This design comes from an exercise in tuning for small area, a short achievable clock period and few clock cycles per item on the open sky130 flow, not from production work. The RTL was checked by simulation tests, not by an equivalence proof against the original design. The clock cells of this run come from the design's own scripts or RTL, not from TritonCTS. No driver is modelled on the clock port, so clock power and skew are understated where the tree is cut down; a real chip needs a root buffer or a tree. Power is estimated from default activity; no workload was simulated.

**flow/design.v**
```verilog
package desCtrlPkg;
   localparam int BlockW = 64;
   localparam int HalfW = 32;  
   localparam int KeyW = 64;  
   localparam int SubkeyW = 48;
   localparam int NumRounds = 16;
   localparam int RoundIdxW = 4;
   localparam int CdW = 56;  
   localparam int HalfCdW = 28;  
   typedef enum logic [2:0]
   {
      Idle,  
      Load,  
      Round,  
      Finish,  
      Done  
   } ctrlState;
endpackage
package desTablesPkg;
   localparam logic [447:0] ipTableV = {
      7'd58, 7'd50, 7'd42, 7'd34, 7'd26, 7'd18, 7'd10, 7'd2, 7'd60, 7'd52, 7'd44, 7'd36, 7'd28, 7'd20, 7'd12, 7'd4,
      7'd62, 7'd54, 7'd46, 7'd38, 7'd30, 7'd22, 7'd14, 7'd6, 7'd64, 7'd56, 7'd48, 7'd40, 7'd32, 7'd24, 7'd16, 7'd8,
      7'd57, 7'd49, 7'd41, 7'd33, 7'd25, 7'd17, 7'd9, 7'd1, 7'd59, 7'd51, 7'd43, 7'd35, 7'd27, 7'd19, 7'd11, 7'd3,
      7'd61, 7'd53, 7'd45, 7'd37, 7'd29, 7'd21, 7'd13, 7'd5, 7'd63, 7'd55, 7'd47, 7'd39, 7'd31, 7'd23, 7'd15, 7'd7};
   localparam logic [447:0] fpTableV = {
      7'd40, 7'd8, 7'd48, 7'd16, 7'd56, 7'd24, 7'd64, 7'd32, 7'd39, 7'd7, 7'd47, 7'd15, 7'd55, 7'd23, 7'd63, 7'd31,
      7'd38, 7'd6, 7'd46, 7'd14, 7'd54, 7'd22, 7'd62, 7'd30, 7'd37, 7'd5, 7'd45, 7'd13, 7'd53, 7'd21, 7'd61, 7'd29,
      7'd36, 7'd4, 7'd44, 7'd12, 7'd52, 7'd20, 7'd60, 7'd28, 7'd35, 7'd3, 7'd43, 7'd11, 7'd51, 7'd19, 7'd59, 7'd27,
      7'd34, 7'd2, 7'd42, 7'd10, 7'd50, 7'd18, 7'd58, 7'd26, 7'd33, 7'd1, 7'd41, 7'd9, 7'd49, 7'd17, 7'd57, 7'd25};
   localparam logic [335:0] eTableV = {
      7'd32, 7'd1, 7'd2, 7'd3, 7'd4, 7'd5, 7'd4, 7'd5, 7'd6, 7'd7, 7'd8, 7'd9, 7'd8, 7'd9, 7'd10, 7'd11,
      7'd12, 7'd13, 7'd12, 7'd13, 7'd14, 7'd15, 7'd16, 7'd17, 7'd16, 7'd17, 7'd18, 7'd19, 7'd20, 7'd21, 7'd20, 7'd21,
      7'd22, 7'd23, 7'd24, 7'd25, 7'd24, 7'd25, 7'd26, 7'd27, 7'd28, 7'd29, 7'd28, 7'd29, 7'd30, 7'd31, 7'd32, 7'd1};
   localparam logic [223:0] pTableV = {
      7'd16, 7'd7, 7'd20, 7'd21, 7'd29, 7'd12, 7'd28, 7'd17, 7'd1, 7'd15, 7'd23, 7'd26, 7'd5, 7'd18, 7'd31, 7'd10,
      7'd2, 7'd8, 7'd24, 7'd14, 7'd32, 7'd27, 7'd3, 7'd9, 7'd19, 7'd13, 7'd30, 7'd6, 7'd22, 7'd11, 7'd4, 7'd25};
   localparam logic [391:0] pc1TableV = {
      7'd57, 7'd49, 7'd41, 7'd33, 7'd25, 7'd17, 7'd9, 7'd1, 7'd58, 7'd50, 7'd42, 7'd34, 7'd26, 7'd18, 7'd10, 7'd2,
      7'd59, 7'd51, 7'd43, 7'd35, 7'd27, 7'd19, 7'd11, 7'd3, 7'd60, 7'd52, 7'd44, 7'd36, 7'd63, 7'd55, 7'd47, 7'd39,
      7'd31, 7'd23, 7'd15, 7'd7, 7'd62, 7'd54, 7'd46, 7'd38, 7'd30, 7'd22, 7'd14, 7'd6, 7'd61, 7'd53, 7'd45, 7'd37,
      7'd29, 7'd21, 7'd13, 7'd5, 7'd28, 7'd20, 7'd12, 7'd4};
   localparam logic [335:0] pc2TableV = {
      7'd14, 7'd17, 7'd11, 7'd24, 7'd1, 7'd5, 7'd3, 7'd28, 7'd15, 7'd6, 7'd21, 7'd10, 7'd23, 7'd19, 7'd12, 7'd4,
      7'd26, 7'd8, 7'd16, 7'd7, 7'd27, 7'd20, 7'd13, 7'd2, 7'd41, 7'd52, 7'd31, 7'd37, 7'd47, 7'd55, 7'd30, 7'd40,
      7'd51, 7'd45, 7'd33, 7'd48, 7'd44, 7'd49, 7'd39, 7'd56, 7'd34, 7'd53, 7'd46, 7'd42, 7'd50, 7'd36, 7'd29, 7'd32};
   localparam logic [111:0] shiftTableV = {
      7'd1, 7'd1, 7'd2, 7'd2, 7'd2, 7'd2, 7'd2, 7'd2, 7'd1, 7'd2, 7'd2, 7'd2, 7'd2, 7'd2, 7'd2, 7'd1};
   localparam logic [2047:0] sboxTableV = {
      4'd14, 4'd4, 4'd13, 4'd1, 4'd2, 4'd15, 4'd11, 4'd8, 4'd3, 4'd10, 4'd6, 4'd12, 4'd5, 4'd9, 4'd0, 4'd7,
      4'd0, 4'd15, 4'd7, 4'd4, 4'd14, 4'd2, 4'd13, 4'd1, 4'd10, 4'd6, 4'd12, 4'd11, 4'd9, 4'd5, 4'd3, 4'd8,
      4'd4, 4'd1, 4'd14, 4'd8, 4'd13, 4'd6, 4'd2, 4'd11, 4'd15, 4'd12, 4'd9, 4'd7, 4'd3, 4'd10, 4'd5, 4'd0,
      4'd15, 4'd12, 4'd8, 4'd2, 4'd4, 4'd9, 4'd1, 4'd7, 4'd5, 4'd11, 4'd3, 4'd14, 4'd10, 4'd0, 4'd6, 4'd13,
      4'd15, 4'd1, 4'd8, 4'd14, 4'd6, 4'd11, 4'd3, 4'd4, 4'd9, 4'd7, 4'd2, 4'd13, 4'd12, 4'd0, 4'd5, 4'd10,
      4'd3, 4'd13, 4'd4, 4'd7, 4'd15, 4'd2, 4'd8, 4'd14, 4'd12, 4'd0, 4'd1, 4'd10, 4'd6, 4'd9, 4'd11, 4'd5,
      4'd0, 4'd14, 4'd7, 4'd11, 4'd10, 4'd4, 4'd13, 4'd1, 4'd5, 4'd8, 4'd12, 4'd6, 4'd9, 4'd3, 4'd2, 4'd15,
      4'd13, 4'd8, 4'd10, 4'd1, 4'd3, 4'd15, 4'd4, 4'd2, 4'd11, 4'd6, 4'd7, 4'd12, 4'd0, 4'd5, 4'd14, 4'd9,
      4'd10, 4'd0, 4'd9, 4'd14, 4'd6, 4'd3, 4'd15, 4'd5, 4'd1, 4'd13, 4'd12, 4'd7, 4'd11, 4'd4, 4'd2, 4'd8,
      4'd13, 4'd7, 4'd0, 4'd9, 4'd3, 4'd4, 4'd6, 4'd10, 4'd2, 4'd8, 4'd5, 4'd14, 4'd12, 4'd11, 4'd15, 4'd1,
      4'd13, 4'd6, 4'd4, 4'd9, 4'd8, 4'd15, 4'd3, 4'd0, 4'd11, 4'd1, 4'd2, 4'd12, 4'd5, 4'd10, 4'd14, 4'd7,
      4'd1, 4'd10, 4'd13, 4'd0, 4'd6, 4'd9, 4'd8, 4'd7, 4'd4, 4'd15, 4'd14, 4'd3, 4'd11, 4'd5, 4'd2, 4'd12,
      4'd7, 4'd13, 4'd14, 4'd3, 4'd0, 4'd6, 4'd9, 4'd10, 4'd1, 4'd2, 4'd8, 4'd5, 4'd11, 4'd12, 4'd4, 4'd15,
      4'd13, 4'd8, 4'd11, 4'd5, 4'd6, 4'd15, 4'd0, 4'd3, 4'd4, 4'd7, 4'd2, 4'd12, 4'd1, 4'd10, 4'd14, 4'd9,
      4'd10, 4'd6, 4'd9, 4'd0, 4'd12, 4'd11, 4'd7, 4'd13, 4'd15, 4'd1, 4'd3, 4'd14, 4'd5, 4'd2, 4'd8, 4'd4,
      4'd3, 4'd15, 4'd0, 4'd6, 4'd10, 4'd1, 4'd13, 4'd8, 4'd9, 4'd4, 4'd5, 4'd11, 4'd12, 4'd7, 4'd2, 4'd14,
      4'd2, 4'd12, 4'd4, 4'd1, 4'd7, 4'd10, 4'd11, 4'd6, 4'd8, 4'd5, 4'd3, 4'd15, 4'd13, 4'd0, 4'd14, 4'd9,
      4'd14, 4'd11, 4'd2, 4'd12, 4'd4, 4'd7, 4'd13, 4'd1, 4'd5, 4'd0, 4'd15, 4'd10, 4'd3, 4'd9, 4'd8, 4'd6,
      4'd4, 4'd2, 4'd1, 4'd11, 4'd10, 4'd13, 4'd7, 4'd8, 4'd15, 4'd9, 4'd12, 4'd5, 4'd6, 4'd3, 4'd0, 4'd14,
      4'd11, 4'd8, 4'd12, 4'd7, 4'd1, 4'd14, 4'd2, 4'd13, 4'd6, 4'd15, 4'd0, 4'd9, 4'd10, 4'd4, 4'd5, 4'd3,
      4'd12, 4'd1, 4'd10, 4'd15, 4'd9, 4'd2, 4'd6, 4'd8, 4'd0, 4'd13, 4'd3, 4'd4, 4'd14, 4'd7, 4'd5, 4'd11,
      4'd10, 4'd15, 4'd4, 4'd2, 4'd7, 4'd12, 4'd9, 4'd5, 4'd6, 4'd1, 4'd13, 4'd14, 4'd0, 4'd11, 4'd3, 4'd8,
      4'd9, 4'd14, 4'd15, 4'd5, 4'd2, 4'd8, 4'd12, 4'd3, 4'd7, 4'd0, 4'd4, 4'd10, 4'd1, 4'd13, 4'd11, 4'd6,
      4'd4, 4'd3, 4'd2, 4'd12, 4'd9, 4'd5, 4'd15, 4'd10, 4'd11, 4'd14, 4'd1, 4'd7, 4'd6, 4'd0, 4'd8, 4'd13,
      4'd4, 4'd11, 4'd2, 4'd14, 4'd15, 4'd0, 4'd8, 4'd13, 4'd3, 4'd12, 4'd9, 4'd7, 4'd5, 4'd10, 4'd6, 4'd1,
      4'd13, 4'd0, 4'd11, 4'd7, 4'd4, 4'd9, 4'd1, 4'd10, 4'd14, 4'd3, 4'd5, 4'd12, 4'd2, 4'd15, 4'd8, 4'd6,
      4'd1, 4'd4, 4'd11, 4'd13, 4'd12, 4'd3, 4'd7, 4'd14, 4'd10, 4'd15, 4'd6, 4'd8, 4'd0, 4'd5, 4'd9, 4'd2,
      4'd6, 4'd11, 4'd13, 4'd8, 4'd1, 4'd4, 4'd10, 4'd7, 4'd9, 4'd5, 4'd0, 4'd15, 4'd14, 4'd2, 4'd3, 4'd12,
      4'd13, 4'd2, 4'd8, 4'd4, 4'd6, 4'd15, 4'd11, 4'd1, 4'd10, 4'd9, 4'd3, 4'd14, 4'd5, 4'd0, 4'd12, 4'd7,
      4'd1, 4'd15, 4'd13, 4'd8, 4'd10, 4'd3, 4'd7, 4'd4, 4'd12, 4'd5, 4'd6, 4'd11, 4'd0, 4'd14, 4'd9, 4'd2,
      4'd7, 4'd11, 4'd4, 4'd1, 4'd9, 4'd12, 4'd14, 4'd2, 4'd0, 4'd6, 4'd10, 4'd13, 4'd15, 4'd3, 4'd5, 4'd8,
      4'd2, 4'd1, 4'd14, 4'd7, 4'd4, 4'd10, 4'd8, 4'd13, 4'd15, 4'd12, 4'd9, 4'd0, 4'd3, 4'd5, 4'd6, 4'd11};
endpackage
module desSbox #(
   parameter int boxIdx = 0
) (
   input logic [5:0] sIn,
   output logic [3:0] sOut
);
   logic [3:0] s1;
   logic [3:0] s2;
   logic [3:0] s3;
   logic [3:0] s4;
   logic [3:0] s5;
   logic [3:0] s6;
   logic [3:0] s7;
   logic [3:0] s8;
   always_comb
   begin
      case (sIn)
         6'd0: s1 = 4'd14;
         6'd1: s1 = 4'd0;
         6'd2: s1 = 4'd4;
         6'd3: s1 = 4'd15;
         6'd4: s1 = 4'd13;
         6'd5: s1 = 4'd7;
         6'd6: s1 = 4'd1;
         6'd7: s1 = 4'd4;
         6'd8: s1 = 4'd2;
         6'd9: s1 = 4'd14;
         6'd10: s1 = 4'd15;
         6'd11: s1 = 4'd2;
         6'd12: s1 = 4'd11;
         6'd13: s1 = 4'd13;
         6'd14: s1 = 4'd8;
         6'd15: s1 = 4'd1;
         6'd16: s1 = 4'd3;
         6'd17: s1 = 4'd10;
         6'd18: s1 = 4'd10;
         6'd19: s1 = 4'd6;
         6'd20: s1 = 4'd6;
         6'd21: s1 = 4'd12;
         6'd22: s1 = 4'd12;
         6'd23: s1 = 4'd11;
         6'd24: s1 = 4'd5;
         6'd25: s1 = 4'd9;
         6'd26: s1 = 4'd9;
         6'd27: s1 = 4'd5;
         6'd28: s1 = 4'd0;
         6'd29: s1 = 4'd3;
         6'd30: s1 = 4'd7;
         6'd31: s1 = 4'd8;
         6'd32: s1 = 4'd4;
         6'd33: s1 = 4'd15;
         6'd34: s1 = 4'd1;
         6'd35: s1 = 4'd12;
         6'd36: s1 = 4'd14;
         6'd37: s1 = 4'd8;
         6'd38: s1 = 4'd8;
         6'd39: s1 = 4'd2;
         6'd40: s1 = 4'd13;
         6'd41: s1 = 4'd4;
         6'd42: s1 = 4'd6;
         6'd43: s1 = 4'd9;
         6'd44: s1 = 4'd2;
         6'd45: s1 = 4'd1;
         6'd46: s1 = 4'd11;
         6'd47: s1 = 4'd7;
         6'd48: s1 = 4'd15;
         6'd49: s1 = 4'd5;
         6'd50: s1 = 4'd12;
         6'd51: s1 = 4'd11;
         6'd52: s1 = 4'd9;
         6'd53: s1 = 4'd3;
         6'd54: s1 = 4'd7;
         6'd55: s1 = 4'd14;
         6'd56: s1 = 4'd3;
         6'd57: s1 = 4'd10;
         6'd58: s1 = 4'd10;
         6'd59: s1 = 4'd0;
         6'd60: s1 = 4'd5;
         6'd61: s1 = 4'd6;
         6'd62: s1 = 4'd0;
         6'd63: s1 = 4'd13;
         default: s1 = 4'd0;
      endcase
   end
   always_comb
   begin
      case (sIn)
         6'd0: s2 = 4'd15;
         6'd1: s2 = 4'd3;
         6'd2: s2 = 4'd1;
         6'd3: s2 = 4'd13;
         6'd4: s2 = 4'd8;
         6'd5: s2 = 4'd4;
         6'd6: s2 = 4'd14;
         6'd7: s2 = 4'd7;
         6'd8: s2 = 4'd6;
         6'd9: s2 = 4'd15;
         6'd10: s2 = 4'd11;
         6'd11: s2 = 4'd2;
         6'd12: s2 = 4'd3;
         6'd13: s2 = 4'd8;
         6'd14: s2 = 4'd4;
         6'd15: s2 = 4'd14;
         6'd16: s2 = 4'd9;
         6'd17: s2 = 4'd12;
         6'd18: s2 = 4'd7;
         6'd19: s2 = 4'd0;
         6'd20: s2 = 4'd2;
         6'd21: s2 = 4'd1;
         6'd22: s2 = 4'd13;
         6'd23: s2 = 4'd10;
         6'd24: s2 = 4'd12;
         6'd25: s2 = 4'd6;
         6'd26: s2 = 4'd0;
         6'd27: s2 = 4'd9;
         6'd28: s2 = 4'd5;
         6'd29: s2 = 4'd11;
         6'd30: s2 = 4'd10;
         6'd31: s2 = 4'd5;
         6'd32: s2 = 4'd0;
         6'd33: s2 = 4'd13;
         6'd34: s2 = 4'd14;
         6'd35: s2 = 4'd8;
         6'd36: s2 = 4'd7;
         6'd37: s2 = 4'd10;
         6'd38: s2 = 4'd11;
         6'd39: s2 = 4'd1;
         6'd40: s2 = 4'd10;
         6'd41: s2 = 4'd3;
         6'd42: s2 = 4'd4;
         6'd43: s2 = 4'd15;
         6'd44: s2 = 4'd13;
         6'd45: s2 = 4'd4;
         6'd46: s2 = 4'd1;
         6'd47: s2 = 4'd2;
         6'd48: s2 = 4'd5;
         6'd49: s2 = 4'd11;
         6'd50: s2 = 4'd8;
         6'd51: s2 = 4'd6;
         6'd52: s2 = 4'd12;
         6'd53: s2 = 4'd7;
         6'd54: s2 = 4'd6;
         6'd55: s2 = 4'd12;
         6'd56: s2 = 4'd9;
         6'd57: s2 = 4'd0;
         6'd58: s2 = 4'd3;
         6'd59: s2 = 4'd5;
         6'd60: s2 = 4'd2;
         6'd61: s2 = 4'd14;
         6'd62: s2 = 4'd15;
         6'd63: s2 = 4'd9;
         default: s2 = 4'd0;
      endcase
   end
   always_comb
   begin
      case (sIn)
         6'd0: s3 = 4'd10;
         6'd1: s3 = 4'd13;
         6'd2: s3 = 4'd0;
         6'd3: s3 = 4'd7;
         6'd4: s3 = 4'd9;
         6'd5: s3 = 4'd0;
         6'd6: s3 = 4'd14;
         6'd7: s3 = 4'd9;
         6'd8: s3 = 4'd6;
         6'd9: s3 = 4'd3;
         6'd10: s3 = 4'd3;
         6'd11: s3 = 4'd4;
         6'd12: s3 = 4'd15;
         6'd13: s3 = 4'd6;
         6'd14: s3 = 4'd5;
         6'd15: s3 = 4'd10;
         6'd16: s3 = 4'd1;
         6'd17: s3 = 4'd2;
         6'd18: s3 = 4'd13;
         6'd19: s3 = 4'd8;
         6'd20: s3 = 4'd12;
         6'd21: s3 = 4'd5;
         6'd22: s3 = 4'd7;
         6'd23: s3 = 4'd14;
         6'd24: s3 = 4'd11;
         6'd25: s3 = 4'd12;
         6'd26: s3 = 4'd4;
         6'd27: s3 = 4'd11;
         6'd28: s3 = 4'd2;
         6'd29: s3 = 4'd15;
         6'd30: s3 = 4'd8;
         6'd31: s3 = 4'd1;
         6'd32: s3 = 4'd13;
         6'd33: s3 = 4'd1;
         6'd34: s3 = 4'd6;
         6'd35: s3 = 4'd10;
         6'd36: s3 = 4'd4;
         6'd37: s3 = 4'd13;
         6'd38: s3 = 4'd9;
         6'd39: s3 = 4'd0;
         6'd40: s3 = 4'd8;
         6'd41: s3 = 4'd6;
         6'd42: s3 = 4'd15;
         6'd43: s3 = 4'd9;
         6'd44: s3 = 4'd3;
         6'd45: s3 = 4'd8;
         6'd46: s3 = 4'd0;
         6'd47: s3 = 4'd7;
         6'd48: s3 = 4'd11;
         6'd49: s3 = 4'd4;
         6'd50: s3 = 4'd1;
         6'd51: s3 = 4'd15;
         6'd52: s3 = 4'd2;
         6'd53: s3 = 4'd14;
         6'd54: s3 = 4'd12;
         6'd55: s3 = 4'd3;
         6'd56: s3 = 4'd5;
         6'd57: s3 = 4'd11;
         6'd58: s3 = 4'd10;
         6'd59: s3 = 4'd5;
         6'd60: s3 = 4'd14;
         6'd61: s3 = 4'd2;
         6'd62: s3 = 4'd7;
         6'd63: s3 = 4'd12;
         default: s3 = 4'd0;
      endcase
   end
   always_comb
   begin
      case (sIn)
         6'd0: s4 = 4'd7;
         6'd1: s4 = 4'd13;
         6'd2: s4 = 4'd13;
         6'd3: s4 = 4'd8;
         6'd4: s4 = 4'd14;
         6'd5: s4 = 4'd11;
         6'd6: s4 = 4'd3;
         6'd7: s4 = 4'd5;
         6'd8: s4 = 4'd0;
         6'd9: s4 = 4'd6;
         6'd10: s4 = 4'd6;
         6'd11: s4 = 4'd15;
         6'd12: s4 = 4'd9;
         6'd13: s4 = 4'd0;
         6'd14: s4 = 4'd10;
         6'd15: s4 = 4'd3;
         6'd16: s4 = 4'd1;
         6'd17: s4 = 4'd4;
         6'd18: s4 = 4'd2;
         6'd19: s4 = 4'd7;
         6'd20: s4 = 4'd8;
         6'd21: s4 = 4'd2;
         6'd22: s4 = 4'd5;
         6'd23: s4 = 4'd12;
         6'd24: s4 = 4'd11;
         6'd25: s4 = 4'd1;
         6'd26: s4 = 4'd12;
         6'd27: s4 = 4'd10;
         6'd28: s4 = 4'd4;
         6'd29: s4 = 4'd14;
         6'd30: s4 = 4'd15;
         6'd31: s4 = 4'd9;
         6'd32: s4 = 4'd10;
         6'd33: s4 = 4'd3;
         6'd34: s4 = 4'd6;
         6'd35: s4 = 4'd15;
         6'd36: s4 = 4'd9;
         6'd37: s4 = 4'd0;
         6'd38: s4 = 4'd0;
         6'd39: s4 = 4'd6;
         6'd40: s4 = 4'd12;
         6'd41: s4 = 4'd10;
         6'd42: s4 = 4'd11;
         6'd43: s4 = 4'd1;
         6'd44: s4 = 4'd7;
         6'd45: s4 = 4'd13;
         6'd46: s4 = 4'd13;
         6'd47: s4 = 4'd8;
         6'd48: s4 = 4'd15;
         6'd49: s4 = 4'd9;
         6'd50: s4 = 4'd1;
         6'd51: s4 = 4'd4;
         6'd52: s4 = 4'd3;
         6'd53: s4 = 4'd5;
         6'd54: s4 = 4'd14;
         6'd55: s4 = 4'd11;
         6'd56: s4 = 4'd5;
         6'd57: s4 = 4'd12;
         6'd58: s4 = 4'd2;
         6'd59: s4 = 4'd7;
         6'd60: s4 = 4'd8;
         6'd61: s4 = 4'd2;
         6'd62: s4 = 4'd4;
         6'd63: s4 = 4'd14;
         default: s4 = 4'd0;
      endcase
   end
   always_comb
   begin
      case (sIn)
         6'd0: s5 = 4'd2;
         6'd1: s5 = 4'd14;
         6'd2: s5 = 4'd12;
         6'd3: s5 = 4'd11;
         6'd4: s5 = 4'd4;
         6'd5: s5 = 4'd2;
         6'd6: s5 = 4'd1;
         6'd7: s5 = 4'd12;
         6'd8: s5 = 4'd7;
         6'd9: s5 = 4'd4;
         6'd10: s5 = 4'd10;
         6'd11: s5 = 4'd7;
         6'd12: s5 = 4'd11;
         6'd13: s5 = 4'd13;
         6'd14: s5 = 4'd6;
         6'd15: s5 = 4'd1;
         6'd16: s5 = 4'd8;
         6'd17: s5 = 4'd5;
         6'd18: s5 = 4'd5;
         6'd19: s5 = 4'd0;
         6'd20: s5 = 4'd3;
         6'd21: s5 = 4'd15;
         6'd22: s5 = 4'd15;
         6'd23: s5 = 4'd10;
         6'd24: s5 = 4'd13;
         6'd25: s5 = 4'd3;
         6'd26: s5 = 4'd0;
         6'd27: s5 = 4'd9;
         6'd28: s5 = 4'd14;
         6'd29: s5 = 4'd8;
         6'd30: s5 = 4'd9;
         6'd31: s5 = 4'd6;
         6'd32: s5 = 4'd4;
         6'd33: s5 = 4'd11;
         6'd34: s5 = 4'd2;
         6'd35: s5 = 4'd8;
         6'd36: s5 = 4'd1;
         6'd37: s5 = 4'd12;
         6'd38: s5 = 4'd11;
         6'd39: s5 = 4'd7;
         6'd40: s5 = 4'd10;
         6'd41: s5 = 4'd1;
         6'd42: s5 = 4'd13;
         6'd43: s5 = 4'd14;
         6'd44: s5 = 4'd7;
         6'd45: s5 = 4'd2;
         6'd46: s5 = 4'd8;
         6'd47: s5 = 4'd13;
         6'd48: s5 = 4'd15;
         6'd49: s5 = 4'd6;
         6'd50: s5 = 4'd9;
         6'd51: s5 = 4'd15;
         6'd52: s5 = 4'd12;
         6'd53: s5 = 4'd0;
         6'd54: s5 = 4'd5;
         6'd55: s5 = 4'd9;
         6'd56: s5 = 4'd6;
         6'd57: s5 = 4'd10;
         6'd58: s5 = 4'd3;
         6'd59: s5 = 4'd4;
         6'd60: s5 = 4'd0;
         6'd61: s5 = 4'd5;
         6'd62: s5 = 4'd14;
         6'd63: s5 = 4'd3;
         default: s5 = 4'd0;
      endcase
   end
   always_comb
   begin
      case (sIn)
         6'd0: s6 = 4'd12;
         6'd1: s6 = 4'd10;
         6'd2: s6 = 4'd1;
         6'd3: s6 = 4'd15;
         6'd4: s6 = 4'd10;
         6'd5: s6 = 4'd4;
         6'd6: s6 = 4'd15;
         6'd7: s6 = 4'd2;
         6'd8: s6 = 4'd9;
         6'd9: s6 = 4'd7;
         6'd10: s6 = 4'd2;
         6'd11: s6 = 4'd12;
         6'd12: s6 = 4'd6;
         6'd13: s6 = 4'd9;
         6'd14: s6 = 4'd8;
         6'd15: s6 = 4'd5;
         6'd16: s6 = 4'd0;
         6'd17: s6 = 4'd6;
         6'd18: s6 = 4'd13;
         6'd19: s6 = 4'd1;
         6'd20: s6 = 4'd3;
         6'd21: s6 = 4'd13;
         6'd22: s6 = 4'd4;
         6'd23: s6 = 4'd14;
         6'd24: s6 = 4'd14;
         6'd25: s6 = 4'd0;
         6'd26: s6 = 4'd7;
         6'd27: s6 = 4'd11;
         6'd28: s6 = 4'd5;
         6'd29: s6 = 4'd3;
         6'd30: s6 = 4'd11;
         6'd31: s6 = 4'd8;
         6'd32: s6 = 4'd9;
         6'd33: s6 = 4'd4;
         6'd34: s6 = 4'd14;
         6'd35: s6 = 4'd3;
         6'd36: s6 = 4'd15;
         6'd37: s6 = 4'd2;
         6'd38: s6 = 4'd5;
         6'd39: s6 = 4'd12;
         6'd40: s6 = 4'd2;
         6'd41: s6 = 4'd9;
         6'd42: s6 = 4'd8;
         6'd43: s6 = 4'd5;
         6'd44: s6 = 4'd12;
         6'd45: s6 = 4'd15;
         6'd46: s6 = 4'd3;
         6'd47: s6 = 4'd10;
         6'd48: s6 = 4'd7;
         6'd49: s6 = 4'd11;
         6'd50: s6 = 4'd0;
         6'd51: s6 = 4'd14;
         6'd52: s6 = 4'd4;
         6'd53: s6 = 4'd1;
         6'd54: s6 = 4'd10;
         6'd55: s6 = 4'd7;
         6'd56: s6 = 4'd1;
         6'd57: s6 = 4'd6;
         6'd58: s6 = 4'd13;
         6'd59: s6 = 4'd0;
         6'd60: s6 = 4'd11;
         6'd61: s6 = 4'd8;
         6'd62: s6 = 4'd6;
         6'd63: s6 = 4'd13;
         default: s6 = 4'd0;
      endcase
   end
   always_comb
   begin
      case (sIn)
         6'd0: s7 = 4'd4;
         6'd1: s7 = 4'd13;
         6'd2: s7 = 4'd11;
         6'd3: s7 = 4'd0;
         6'd4: s7 = 4'd2;
         6'd5: s7 = 4'd11;
         6'd6: s7 = 4'd14;
         6'd7: s7 = 4'd7;
         6'd8: s7 = 4'd15;
         6'd9: s7 = 4'd4;
         6'd10: s7 = 4'd0;
         6'd11: s7 = 4'd9;
         6'd12: s7 = 4'd8;
         6'd13: s7 = 4'd1;
         6'd14: s7 = 4'd13;
         6'd15: s7 = 4'd10;
         6'd16: s7 = 4'd3;
         6'd17: s7 = 4'd14;
         6'd18: s7 = 4'd12;
         6'd19: s7 = 4'd3;
         6'd20: s7 = 4'd9;
         6'd21: s7 = 4'd5;
         6'd22: s7 = 4'd7;
         6'd23: s7 = 4'd12;
         6'd24: s7 = 4'd5;
         6'd25: s7 = 4'd2;
         6'd26: s7 = 4'd10;
         6'd27: s7 = 4'd15;
         6'd28: s7 = 4'd6;
         6'd29: s7 = 4'd8;
         6'd30: s7 = 4'd1;
         6'd31: s7 = 4'd6;
         6'd32: s7 = 4'd1;
         6'd33: s7 = 4'd6;
         6'd34: s7 = 4'd4;
         6'd35: s7 = 4'd11;
         6'd36: s7 = 4'd11;
         6'd37: s7 = 4'd13;
         6'd38: s7 = 4'd13;
         6'd39: s7 = 4'd8;
         6'd40: s7 = 4'd12;
         6'd41: s7 = 4'd1;
         6'd42: s7 = 4'd3;
         6'd43: s7 = 4'd4;
         6'd44: s7 = 4'd7;
         6'd45: s7 = 4'd10;
         6'd46: s7 = 4'd14;
         6'd47: s7 = 4'd7;
         6'd48: s7 = 4'd10;
         6'd49: s7 = 4'd9;
         6'd50: s7 = 4'd15;
         6'd51: s7 = 4'd5;
         6'd52: s7 = 4'd6;
         6'd53: s7 = 4'd0;
         6'd54: s7 = 4'd8;
         6'd55: s7 = 4'd15;
         6'd56: s7 = 4'd0;
         6'd57: s7 = 4'd14;
         6'd58: s7 = 4'd5;
         6'd59: s7 = 4'd2;
         6'd60: s7 = 4'd9;
         6'd61: s7 = 4'd3;
         6'd62: s7 = 4'd2;
         6'd63: s7 = 4'd12;
         default: s7 = 4'd0;
      endcase
   end
   always_comb
   begin
      case (sIn)
         6'd0: s8 = 4'd13;
         6'd1: s8 = 4'd1;
         6'd2: s8 = 4'd2;
         6'd3: s8 = 4'd15;
         6'd4: s8 = 4'd8;
         6'd5: s8 = 4'd13;
         6'd6: s8 = 4'd4;
         6'd7: s8 = 4'd8;
         6'd8: s8 = 4'd6;
         6'd9: s8 = 4'd10;
         6'd10: s8 = 4'd15;
         6'd11: s8 = 4'd3;
         6'd12: s8 = 4'd11;
         6'd13: s8 = 4'd7;
         6'd14: s8 = 4'd1;
         6'd15: s8 = 4'd4;
         6'd16: s8 = 4'd10;
         6'd17: s8 = 4'd12;
         6'd18: s8 = 4'd9;
         6'd19: s8 = 4'd5;
         6'd20: s8 = 4'd3;
         6'd21: s8 = 4'd6;
         6'd22: s8 = 4'd14;
         6'd23: s8 = 4'd11;
         6'd24: s8 = 4'd5;
         6'd25: s8 = 4'd0;
         6'd26: s8 = 4'd0;
         6'd27: s8 = 4'd14;
         6'd28: s8 = 4'd12;
         6'd29: s8 = 4'd9;
         6'd30: s8 = 4'd7;
         6'd31: s8 = 4'd2;
         6'd32: s8 = 4'd7;
         6'd33: s8 = 4'd2;
         6'd34: s8 = 4'd11;
         6'd35: s8 = 4'd1;
         6'd36: s8 = 4'd4;
         6'd37: s8 = 4'd14;
         6'd38: s8 = 4'd1;
         6'd39: s8 = 4'd7;
         6'd40: s8 = 4'd9;
         6'd41: s8 = 4'd4;
         6'd42: s8 = 4'd12;
         6'd43: s8 = 4'd10;
         6'd44: s8 = 4'd14;
         6'd45: s8 = 4'd8;
         6'd46: s8 = 4'd2;
         6'd47: s8 = 4'd13;
         6'd48: s8 = 4'd0;
         6'd49: s8 = 4'd15;
         6'd50: s8 = 4'd6;
         6'd51: s8 = 4'd12;
         6'd52: s8 = 4'd10;
         6'd53: s8 = 4'd9;
         6'd54: s8 = 4'd13;
         6'd55: s8 = 4'd0;
         6'd56: s8 = 4'd15;
         6'd57: s8 = 4'd3;
         6'd58: s8 = 4'd3;
         6'd59: s8 = 4'd5;
         6'd60: s8 = 4'd5;
         6'd61: s8 = 4'd6;
         6'd62: s8 = 4'd8;
         6'd63: s8 = 4'd11;
         default: s8 = 4'd0;
      endcase
   end
   always_comb
   begin
      case (boxIdx)
         0: sOut = s1;
         1: sOut = s2;
         2: sOut = s3;
         3: sOut = s4;
         4: sOut = s5;
         5: sOut = s6;
         6: sOut = s7;
         7: sOut = s8;
         default: sOut = 4'd0;
      endcase
   end
endmodule
module desRoundFunction (
   input logic [desCtrlPkg::HalfW-1:0] rightHalf,
   input logic [desCtrlPkg::SubkeyW-1:0] subkey,
   output logic [desCtrlPkg::HalfW-1:0] fOut
);
   localparam int HalfW = desCtrlPkg::HalfW;
   localparam int SubkeyW = desCtrlPkg::SubkeyW;
   localparam logic [335:0] eTableV = desTablesPkg::eTableV;
   localparam logic [223:0] pTableV = desTablesPkg::pTableV;
   localparam int NumBoxes = 8;
   logic [SubkeyW-1:0] expanded;
   logic [SubkeyW-1:0] mixed;
   logic [HalfW-1:0] sCat;
   always_comb
   begin
      for (int i = 0; i < SubkeyW; i++)
      begin
         expanded[SubkeyW-1-i] = rightHalf[HalfW - eTableV[7*(47 - (i)) +: 7]];
      end
   end
   assign mixed = expanded ^ subkey;  
   for (genvar k = 0; k < NumBoxes; k++)
   begin : gBox
      desSbox #(
         .boxIdx(k)
      ) uSbox (
         .sIn(mixed[SubkeyW-1-6*k -: 6]),
         .sOut(sCat[HalfW-1-4*k -: 4])
      );
   end
   always_comb
   begin
      for (int i = 0; i < HalfW; i++)
      begin
         fOut[HalfW-1-i] = sCat[HalfW - pTableV[7*(31 - (i)) +: 7]];
      end
   end
endmodule
module desKeySchedule (
   input logic clk,
   input logic load,
   input logic shiftOne,
   input logic decrypt,
   input logic [desCtrlPkg::KeyW-1:0] key,
   output logic [desCtrlPkg::SubkeyW-1:0] subkey
);
   localparam int KeyW = desCtrlPkg::KeyW;
   localparam int SubkeyW = desCtrlPkg::SubkeyW;
   localparam int CdW = desCtrlPkg::CdW;
   localparam int HalfCdW = desCtrlPkg::HalfCdW;
   localparam logic [391:0] pc1TableV = desTablesPkg::pc1TableV;
   localparam logic [335:0] pc2TableV = desTablesPkg::pc2TableV;
   logic [CdW-1:0] pc1Out;
   logic [HalfCdW-1:0] c0, d0;
   logic [HalfCdW-1:0] cReg, dReg;
   logic [CdW-1:0] cdCur;
   logic decryptQ;
   always_comb
   begin
      for (int i = 0; i < CdW; i++)
      begin
         pc1Out[CdW-1-i] = key[KeyW - pc1TableV[7*(55 - (i)) +: 7]];
      end
   end
   assign c0 = pc1Out[CdW-1:HalfCdW];
   assign d0 = pc1Out[HalfCdW-1:0];
   logic selLoadDec, selLoadEnc, selL1, selL2, selR1, selR2;
   assign selLoadDec = load & decrypt;
   assign selLoadEnc = load & ~decrypt;
   assign selL1 = ~load & ~decryptQ & shiftOne;
   assign selL2 = ~load & ~decryptQ & ~shiftOne;
   assign selR1 = ~load & decryptQ & shiftOne;
   assign selR2 = ~load & decryptQ & ~shiftOne;
   function automatic logic [HalfCdW-1:0] nextHalf(input logic [HalfCdW-1:0] x,
      input logic [HalfCdW-1:0] y);
      nextHalf = ({HalfCdW{selLoadDec}} & y)
         | ({HalfCdW{selLoadEnc}} & {y[HalfCdW-2:0], y[HalfCdW-1]})
         | ({HalfCdW{selL1}} & {x[HalfCdW-2:0], x[HalfCdW-1]})
         | ({HalfCdW{selL2}} & {x[HalfCdW-3:0], x[HalfCdW-1:HalfCdW-2]})
         | ({HalfCdW{selR1}} & {x[0], x[HalfCdW-1:1]})
         | ({HalfCdW{selR2}} & {x[1:0], x[HalfCdW-1:2]});
   endfunction
   always_ff @(posedge clk)
   begin
      if (load)
         decryptQ <= decrypt;  
   end
   always_ff @(posedge clk)
   begin
      cReg <= nextHalf(cReg, c0);
      dReg <= nextHalf(dReg, d0);
   end
   assign cdCur = {cReg, dReg};
   always_comb
   begin
      for (int i = 0; i < SubkeyW; i++)
      begin
         subkey[SubkeyW-1-i] = cdCur[CdW - pc2TableV[7*(47 - (i)) +: 7]];
      end
   end
endmodule
module desDataPath (
   input logic clk,
   input logic load,
   input logic step,
   input logic hold,
   input logic [desCtrlPkg::BlockW-1:0] block,
   input logic [desCtrlPkg::HalfW-1:0] fOut,
   output logic [desCtrlPkg::HalfW-1:0] rightHalf,
   output logic [desCtrlPkg::BlockW-1:0] result
);
   localparam int BlockW = desCtrlPkg::BlockW;
   localparam int HalfW = desCtrlPkg::HalfW;
   localparam logic [447:0] ipTableV = desTablesPkg::ipTableV;
   localparam logic [447:0] fpTableV = desTablesPkg::fpTableV;
   logic [BlockW-1:0] ipOut;
   logic [BlockW-1:0] fpIn;
   logic [HalfW-1:0] lReg, rReg;
   always_comb
   begin
      for (int i = 0; i < BlockW; i++)
      begin
         ipOut[BlockW-1-i] = block[BlockW - ipTableV[7*(63 - (i)) +: 7]];
      end
   end
   logic [HalfW-1:0] rBase;
   assign rBase = ({HalfW{load}} & ipOut[HalfW-1:0])
      | ({HalfW{step}} & lReg)
      | ({HalfW{hold}} & rReg);
   always_ff @(posedge clk)
   begin
      lReg <= ({HalfW{load}} & ipOut[BlockW-1:HalfW])
         | ({HalfW{step}} & rReg)
         | ({HalfW{hold}} & lReg);
      rReg <= rBase ^ ({HalfW{step}} & fOut);  
   end
   assign fpIn = {rReg, lReg};  
   always_comb
   begin
      for (int i = 0; i < BlockW; i++)
      begin
         result[BlockW-1-i] = fpIn[BlockW - fpTableV[7*(63 - (i)) +: 7]];
      end
   end
   assign rightHalf = rReg;
endmodule
module desControl (
   input logic clk,
   input logic rstN,
   input logic req,
   output logic ack,
   output logic load,
   output logic step,
   output logic hold,
   output logic shiftOne
);
   logic idleQ;
   logic runQ;
   logic doneQ;
   logic [3:0] roundCnt;
   always_ff @(posedge clk)
   begin
      if (!rstN)
      begin
         idleQ <= 1'b1;
         runQ <= 1'b0;
         doneQ <= 1'b0;
      end
      else
      begin
         if (idleQ && req)
         begin
            idleQ <= 1'b0;
            runQ <= 1'b1;
         end
         if (runQ && roundCnt == 4'd15)
         begin
            runQ <= 1'b0;
            doneQ <= 1'b1;
         end
         if (doneQ && !req)
         begin
            doneQ <= 1'b0;  
            idleQ <= 1'b1;
         end
      end
   end
   always_ff @(posedge clk)
   begin
      if (!runQ)
         roundCnt <= '0;
      else
         roundCnt <= roundCnt + 1'b1;
   end
   assign load = idleQ;
   assign step = runQ;
   assign hold = doneQ;
   assign shiftOne = (roundCnt == 4'd0) || (roundCnt == 4'd7) || (roundCnt == 4'd14);
   assign ack = doneQ;
endmodule
module desCore (
   input logic clk,
   input logic rstN,
   input logic req,
   output logic ack,
   input logic decrypt,
   input logic [desCtrlPkg::BlockW-1:0] block,
   input logic [desCtrlPkg::KeyW-1:0] key,
   output logic [desCtrlPkg::BlockW-1:0] result
);
   localparam int HalfW = desCtrlPkg::HalfW;
   localparam int SubkeyW = desCtrlPkg::SubkeyW;
   logic load;
   logic step;
   logic hold;
   logic shiftOne;
   logic [SubkeyW-1:0] subkey;
   logic [HalfW-1:0] rightHalf;
   logic [HalfW-1:0] fOut;
   desControl uControl (
      .clk(clk),
      .rstN(rstN),
      .req(req),
      .ack(ack),
      .load(load),
      .step(step),
      .hold(hold),
      .shiftOne(shiftOne)
   );
   desKeySchedule uKeySchedule (
      .clk(clk),
      .load(load),
      .shiftOne(shiftOne),
      .decrypt(decrypt),
      .key(key),
      .subkey(subkey)
   );
   desRoundFunction uRoundFunction (
      .rightHalf(rightHalf),
      .subkey(subkey),
      .fOut(fOut)
   );
   desDataPath uDataPath (
      .clk(clk),
      .load(load),
      .step(step),
      .hold(hold),
      .block(block),
      .fOut(fOut),
      .rightHalf(rightHalf),
      .result(result)
   );
endmodule
```
**flow/flow/run.sh**
```bash
#!/bin/bash
# ORFS layout through the standard.sh, with these changes:
#  - synthesis runs flow/synth.tcl (the standard flow's script with the ABC script of
#    flow/logic.abc, no adder extraction, no quick abc pass);
#  - plain buffers on the ports instead of the default delay-cell buffers;
#  - the make variables in flow/make_args (repair targets);
#  - a two-level balanced clock tree (flow/tree_cts.tcl, run as the PRE_CTS hook) in
#    place of TritonCTS's H-tree.
# Each tool's output goes to a log file in this folder.
set -euo pipefail
here=$(pwd)
export MY_ABC_SCRIPT=$here/flow/logic.abc
export PRE_CTS_TCL=$here/flow/tree_cts.tcl
export BUFFER_PORTS_ARGS="-buffer_cell sky130_fd_sc_hd__buf_1"
sed "s#SYNTH_SCRIPT=[^ ]*#SYNTH_SCRIPT=$here/flow/synth.tcl#" standard.sh > my_standard.sh
bash my_standard.sh $(cat flow/make_args) finish > standard.log 2>&1
```
**flow/flow/logic.abc**
```
strash
&get -n
&dc2
&dc2
&dch -f
&nf -a -R 1000 -F 8 -A 8 -C 32
&put
```
**flow/flow/make_args**
```
SETUP_SLACK_MARGIN=7
```
**flow/flow/synth.tcl**
```tcl
# The standard flow's synthesis (synth_recipe.tcl) with three changes: Yosys's quick
# abc pass inside synth is skipped, half/full adders are not extracted (so
# the final ABC run sees all the logic), and ABC runs the script named in
# MY_ABC_SCRIPT instead of ORFS's area script.
proc synth {args} { yosys synth -nofsm -noshare -noabc {*}$args }
proc extract_fa {args} { }
proc abc {args} {
  set i [lsearch -exact $args -script]
  if {$i >= 0} { lset args [expr {$i + 1}] $::env(MY_ABC_SCRIPT) }
  yosys abc {*}$args
}
source $::env(SCRIPTS_DIR)/synth.tcl
# left out here: clear keep_hierarchy, flatten, clean up, hide names made inside functions, write 1_2_yosys.v
```
**flow/flow/tree_cts.tcl**
```tcl
set block [ord::get_db_block]
set db [ord::get_db]
set root_master [$db findMaster sky130_fd_sc_hd__clkbuf_4]
set leaf_master [$db findMaster sky130_fd_sc_hd__clkbuf_8]
set clk_net [$block findNet clk]
set sinks {}
foreach it [$clk_net getITerms] {
  set bb [[$it getInst] getBBox]
  lappend sinks [list $it [expr {([$bb xMin] + [$bb xMax]) / 2}] [expr {([$bb yMin] + [$bb yMax]) / 2}]]
}
puts "tree_cts: [llength $sinks] clock sinks"

proc bisect {items depth axis} {
  if {$depth == 0} { return [list $items] }
  set sorted [lsort -integer -index $axis $items]
  set h [expr {[llength $sorted] / 2}]
  set next [expr {$axis == 1 ? 2 : 1}]
  return [concat [bisect [lrange $sorted 0 [expr {$h - 1}]] [expr {$depth - 1}] $next] \
                 [bisect [lrange $sorted $h end] [expr {$depth - 1}] $next]]
}

proc centre {pts} {
  set sx 0; set sy 0
  foreach p $pts { incr sx [lindex $p 1]; incr sy [lindex $p 2] }
  return [list [expr {$sx / [llength $pts]}] [expr {$sy / [llength $pts]}]]
}

proc add_buf {block master name in_net x y} {
  set net [odb::dbNet_create $block ${name}_net]
  $net setSigType CLOCK
  set buf [odb::dbInst_create $block $master $name]
  [$buf findITerm A] connect $in_net
  [$buf findITerm X] connect $net
  $buf setLocation $x $y
  $buf setPlacementStatus PLACED
  return $net
}

set leaves [bisect $sinks 3 1]
for {set r 0} {$r < 4} {incr r} {
  set ga [lindex $leaves [expr {2 * $r}]]
  set gb [lindex $leaves [expr {2 * $r + 1}]]
  lassign [centre [concat $ga $gb]] rx ry
  set root_net [add_buf $block $root_master clkbuf_root_$r $clk_net $rx $ry]
  foreach g [list $ga $gb] k {0 1} {
    lassign [centre $g] lx ly
    set leaf_net [add_buf $block $leaf_master clkbuf_leaf_${r}_$k $root_net $lx $ly]
    foreach s $g {
      set it [lindex $s 0]
      $it disconnect
      $it connect $leaf_net
    }
    puts "tree_cts: leaf ${r}_$k drives [llength $g] sinks"
  }
}
$clk_net setSigType CLOCK
global_connect
rename clock_tree_synthesis ""
proc clock_tree_synthesis {args} {
  puts "tree_cts: clock_tree_synthesis skipped (tree built in the PRE_CTS hook)"
  set_propagated_clock [all_clocks]
}
```
**flow/standard.sh**
```bash
#!/bin/bash
# synth_recipe.tcl (not shown) runs the flow's synth.tcl, then flattens the netlist and writes it again
# the make line also repeats each setting of config.mk as NAME=value (left out here)
make -C /OpenROAD-flow-scripts/flow DESIGN_CONFIG=/design/flow/config.mk WORK_HOME=/design/flow/orfs CLKGATE_MAP_FILE= SYNTH_SCRIPT=/design/flow/synth_recipe.tcl "${@:-finish}"
```
**flow/config.mk**
```make
export PLATFORM = sky130hd
export DESIGN_NAME = desCore
export DESIGN_NICKNAME = desCore
export VERILOG_FILES = /design/flow/design.v
export SDC_FILE = /design/flow/constraint.sdc
export NUM_CORES = 4
export LEC_CHECK = 0
export ABC_AREA = 1
export CAP_MARGIN = 20
export CORE_MARGIN = 2
export CORE_UTILIZATION = 60
export SLEW_MARGIN = 20
```
**flow/constraint.sdc**
```tcl
create_clock -name core_clock -period 10.0 [get_ports {clk}]
set_input_delay 2.0000 -clock core_clock [delete_from_list [all_inputs] [get_ports {clk}]]
set_output_delay 2.0000 -clock core_clock [all_outputs]
set_load 0.01 [all_outputs]
```
==> run notes <==
==> logic make-up (layout without fill, tap and decap cells) <==
group                     after synthesis  count (layout)  synth area share
xor gates and xnor gates              123             123             0.125
AOI/OAI and AO/OA                     462             462             0.398
muxes                                   1               1           0.00116
and+or+nand+nor                       325             328             0.161
DFF                                   128             128             0.299
buffers and inverters                  37             248            0.0161
==> final cells by class <==
cell class | count | share of cell area
multi-input combinational | 914 | 0.604
sequential | 128 | 0.263
timing repair buffer | 199 | 0.0816
tap | 180 | 0.0227
buffer | 12 | 0.0141
inverter | 37 | 0.0140
==> through the flow <==
step | hold slack [ps] | power (mW) | utilization | cell area (um^2) | std cells
6_report | 513 | 3.52 | 0.712 | 9930 | 1470
5_1_grt | 547 | 3.82 | 0.712 | 9930 | 1470
4_1_cts | 512 | 3.44 | 0.709 | 9880 | 1468
3_5_place_dp | 487 | 3.17 | 0.696 | 9700 | 1455
3_3_place_gp | 479 | 3.16 | 0.694 | 9670 | 1454
2_1_floorplan | 471 | 2.59 | - | 8640 | 1076
==> cell usage after synthesis <==
| master | n | area [um^2] |
|---|---|---|
| or3_1 | 1 | 6.26 |
| nor4_1 | 3 | 18.8 |
| and3_1 | 6 | 37.5 |
| a2111oi_0 | 1 | 8.76 |
| a32o_1 | 1 | 10.0 |
| nor2_1 | 92 | 345 |
| a311o_1 | 1 | 10.0 |
| nor2b_1 | 8 | 50.1 |
| xnor2_1 | 59 | 517 |
| and4_1 | 1 | 8.76 |
| a21oi_1 | 103 | 515 |
| a211oi_1 | 5 | 37.5 |
| o211ai_1 | 14 | 105 |
| and2_0 | 8 | 50.1 |
| o311a_1 | 1 | 10.0 |
| or2_0 | 2 | 12.5 |
| a31oi_1 | 14 | 87.6 |
| xor2_1 | 64 | 561 |
| a311oi_1 | 4 | 35.0 |
| a21o_1 | 3 | 22.5 |
| o311ai_0 | 7 | 61.3 |
| o22ai_1 | 3 | 18.8 |
| edfxtp_1 | 1 | 30.0 |
| nand2b_1 | 11 | 68.8 |
| o21ai_0 | 100 | 500 |
| nor3b_1 | 1 | 7.51 |
| nand3_1 | 20 | 100 |
| a211o_1 | 1 | 8.76 |
| o32ai_1 | 1 | 8.76 |
| o2111ai_1 | 1 | 8.76 |
| o221ai_1 | 8 | 70.1 |
| nand2_1 | 147 | 552 |
| a32oi_1 | 1 | 8.76 |
| a221oi_1 | 7 | 61.3 |
| mux2i_1 | 1 | 10.0 |
| o31ai_1 | 4 | 30.0 |
| a22oi_1 | 2 | 15.0 |
| or4_1 | 1 | 7.51 |
| a222oi_1 | 176 | 1760 |
| dfxtp_1 | 127 | 2540 |
| clkinv_1 | 37 | 139 |
| o31a_1 | 2 | 17.5 |
| or3b_1 | 1 | 8.76 |
| o21a_1 | 2 | 15.0 |
| nor3_1 | 23 | 115 |
==> power breakdown <==
part           total [mW]  leakage, nW  internal [mW]  switching [mW]
registers           0.919         1.08          0.657           0.262
logic                2.35         2.38          0.854            1.49
clock network       0.249       0.0759         0.0923           0.157
==> worst max path at each step <==
stage                      start  slack (ps)                     to
2_1_floorplan     uControl.idleQ        6890   uKeySchedule.cReg[0]
3_3_place_gp             decrypt        6520  uKeySchedule.dReg[15]
3_5_place_dp             decrypt        6490  uKeySchedule.cReg[12]
4_1_cts        uDataPath.rReg[7]        7000              result[0]
5_1_grt        uDataPath.rReg[1]        6980             result[48]
6_report                 decrypt        7000  uKeySchedule.cReg[11]
==> state kept, by name (all words and copies together), names as in the netlist <==
name and flops:
uKeySchedule.decryptQ 1, uKeySchedule.dReg 28, uControl.runQ 1, uControl.roundCnt 4, uDataPath.lReg 32, uControl.idleQ 1, uKeySchedule.cReg 28, uDataPath.rReg 32
uControl.doneQ 1
==> worst max-delay path, cell delays in order <==
cell	delay, ps
clkbuf_2	190
nor2b_2	710
a222oi_1	270
nand2_1	100
==> timing repair <==
action                     in CTS  in global routing
gates cloned                    1                  2
resized for setup              19                 14
setup endpoints to repair      73                 63
==> per-layer routing <==
layer	GRT usage	wire length, um
met5	0	0
met4	0.0930	902
met1	0.483	11300
met3	0.0398	3790
met2	0.581	13200
==> metrics.md <==
| Metric | Value |
|---|---|
| Vias | `10,400` |
| LEAKAGE | `3.54 nW` |
| GP Congestion | `0.995` |
| Arrival time worst endpoint | `3270 ps` |
| Fin. Hold Viols | `0` |
| Die H | `124 um` |
| Rows | `43` |
| Fin crit share | `0.300` |
| Required @ worst endpoint | `10,270 ps` |
| Register area | `2620 um^2` |
| Routed Antenna Nets | `0` |
| Synth Instances | `1,076` |
| Startpoint types | `primary input` |
| # diodes | `0` |
| Die width | `124 um` |
| Setup CP Type | `primary input to flop` |
| Drt wl/cell | `19.9 um` |
| Hold Crit Start | `uDataPath.lReg[21]` |
| Fillers | `1,247` |
| Max Slew Vio Count | `0` |
| Critical Path Sink Type | `flop` |
| Hold Crit Class | `flop to flop` |
| Reg2reg end | `uDataPath.rReg[25]` |
| Syn-to-layout area delta | `15.2%` |
| Syn avg cell area | `8.01 um^2` |
| Fin Clk Skew | `13.2 ps` |
| Syn_nets | `1,208` |
| Minimum clock period | `3000 ps` |
| DP Wirelength | `19,600 um` |
| Syn Std Cell Area | `8620 um^2` |
| Max_slew headroom | `0.284` |
| Post-Route WL | `29,200 um` |
| Layout Nets | `1,424` |
| Detailed-router iteration count before antenna repair | `13` |
| Yosys reg bits | `128` |
| Global-route wire length before repair | `43,800 um` |
| Vias in the first global route | `8,721` |
| Setup slack after placement | `6490 ps` |
| Clock latency (worst-skew pair) | `320 ps` |
| I/O pin count | `197` |
| RSZ-0062 raised after global routing | `true` |
| Cell variety after synth | `45` |
| Min-Delay Path Depth | `2` |
| Reg2reg path depth | `7` |
| Total grt overflow | `0` |
| Initial DRC count | `2,578` |
| CP max FO | `14` |
| Worst slew pin tran | `1070 ps` |
| Commonest non-fill, non-tap cell in the layout | `buf_1` |
| Clock transition at path regs | `110 ps` |
| DRC Markers | `0` |
| Seq/Total Area, Yosys | `0.299` |
| Ys Warns | `12` |
| VDD IR max | `0.000228 V` |
| Hold path endpoint | `uDataPath.lReg[21]` |
| Multi-input gate area | `6000 um^2` |
| # setup viols final | `0` |
| PortBufs | `188` |
| Peak Freq | `333 MHz` |
| Worst setup margin | `7000 ps` |
| Pin count of the biggest net entering global routing | `87` |
| R2R Setup Slk | `7190 ps` |
| Pwr dens | `354 nW/um^2` |
| Core Region | `13,900 um^2` |
| Die area | `15,300 um^2` |
| Post-CTS setup buffer count | `0` |
| Initial antenna violation count | `0` |
| R2R Path Start | `uDataPath.rReg[7]` |
| Setup TNS | `0 ps` |
| Starting Density | `0.618` |
| Max_cap viols | `0` |
| Status | `timing/DRC/antenna clean` |
| Hold bufs inserted after CTS | `0` |
| Vias/cell | `7.07` |
| Gr usage total | `0.350` |
| Most frequent cells in the layout | `187 x buf_1, 176 x a222oi_1, 147 x nand2_1` |
| Layout cells sized above 1 | `0.0504` |
Testbench counts, summed over its fixed seeds: cycles 7,680, items 384.

-- re-timing with driven ports --
Ports are ideal in the flow. The routed layout listed here was re-timed in OpenROAD. Step 1: set_driving_cell puts a clkbuf_16 on clk and a buf_2 on each other input, an assumption about the parent block. Step 2 also shifts input and output timing later by t, the mid clock arrival at the registers, as if the neighbouring blocks saw the same clock. Three values: ideal ports, drivers, drivers and shift; two values: the first two.
t (ns): 0.386
setup WS [ns]: 7.001 / 6.931 / 6.646
hold WS [ns]: 0.513 / 0.513 / 0.513
After both steps this run still meets setup and hold. The setup slack of this run moves by -0.070 ns with the drivers and by -0.355 ns with both steps.
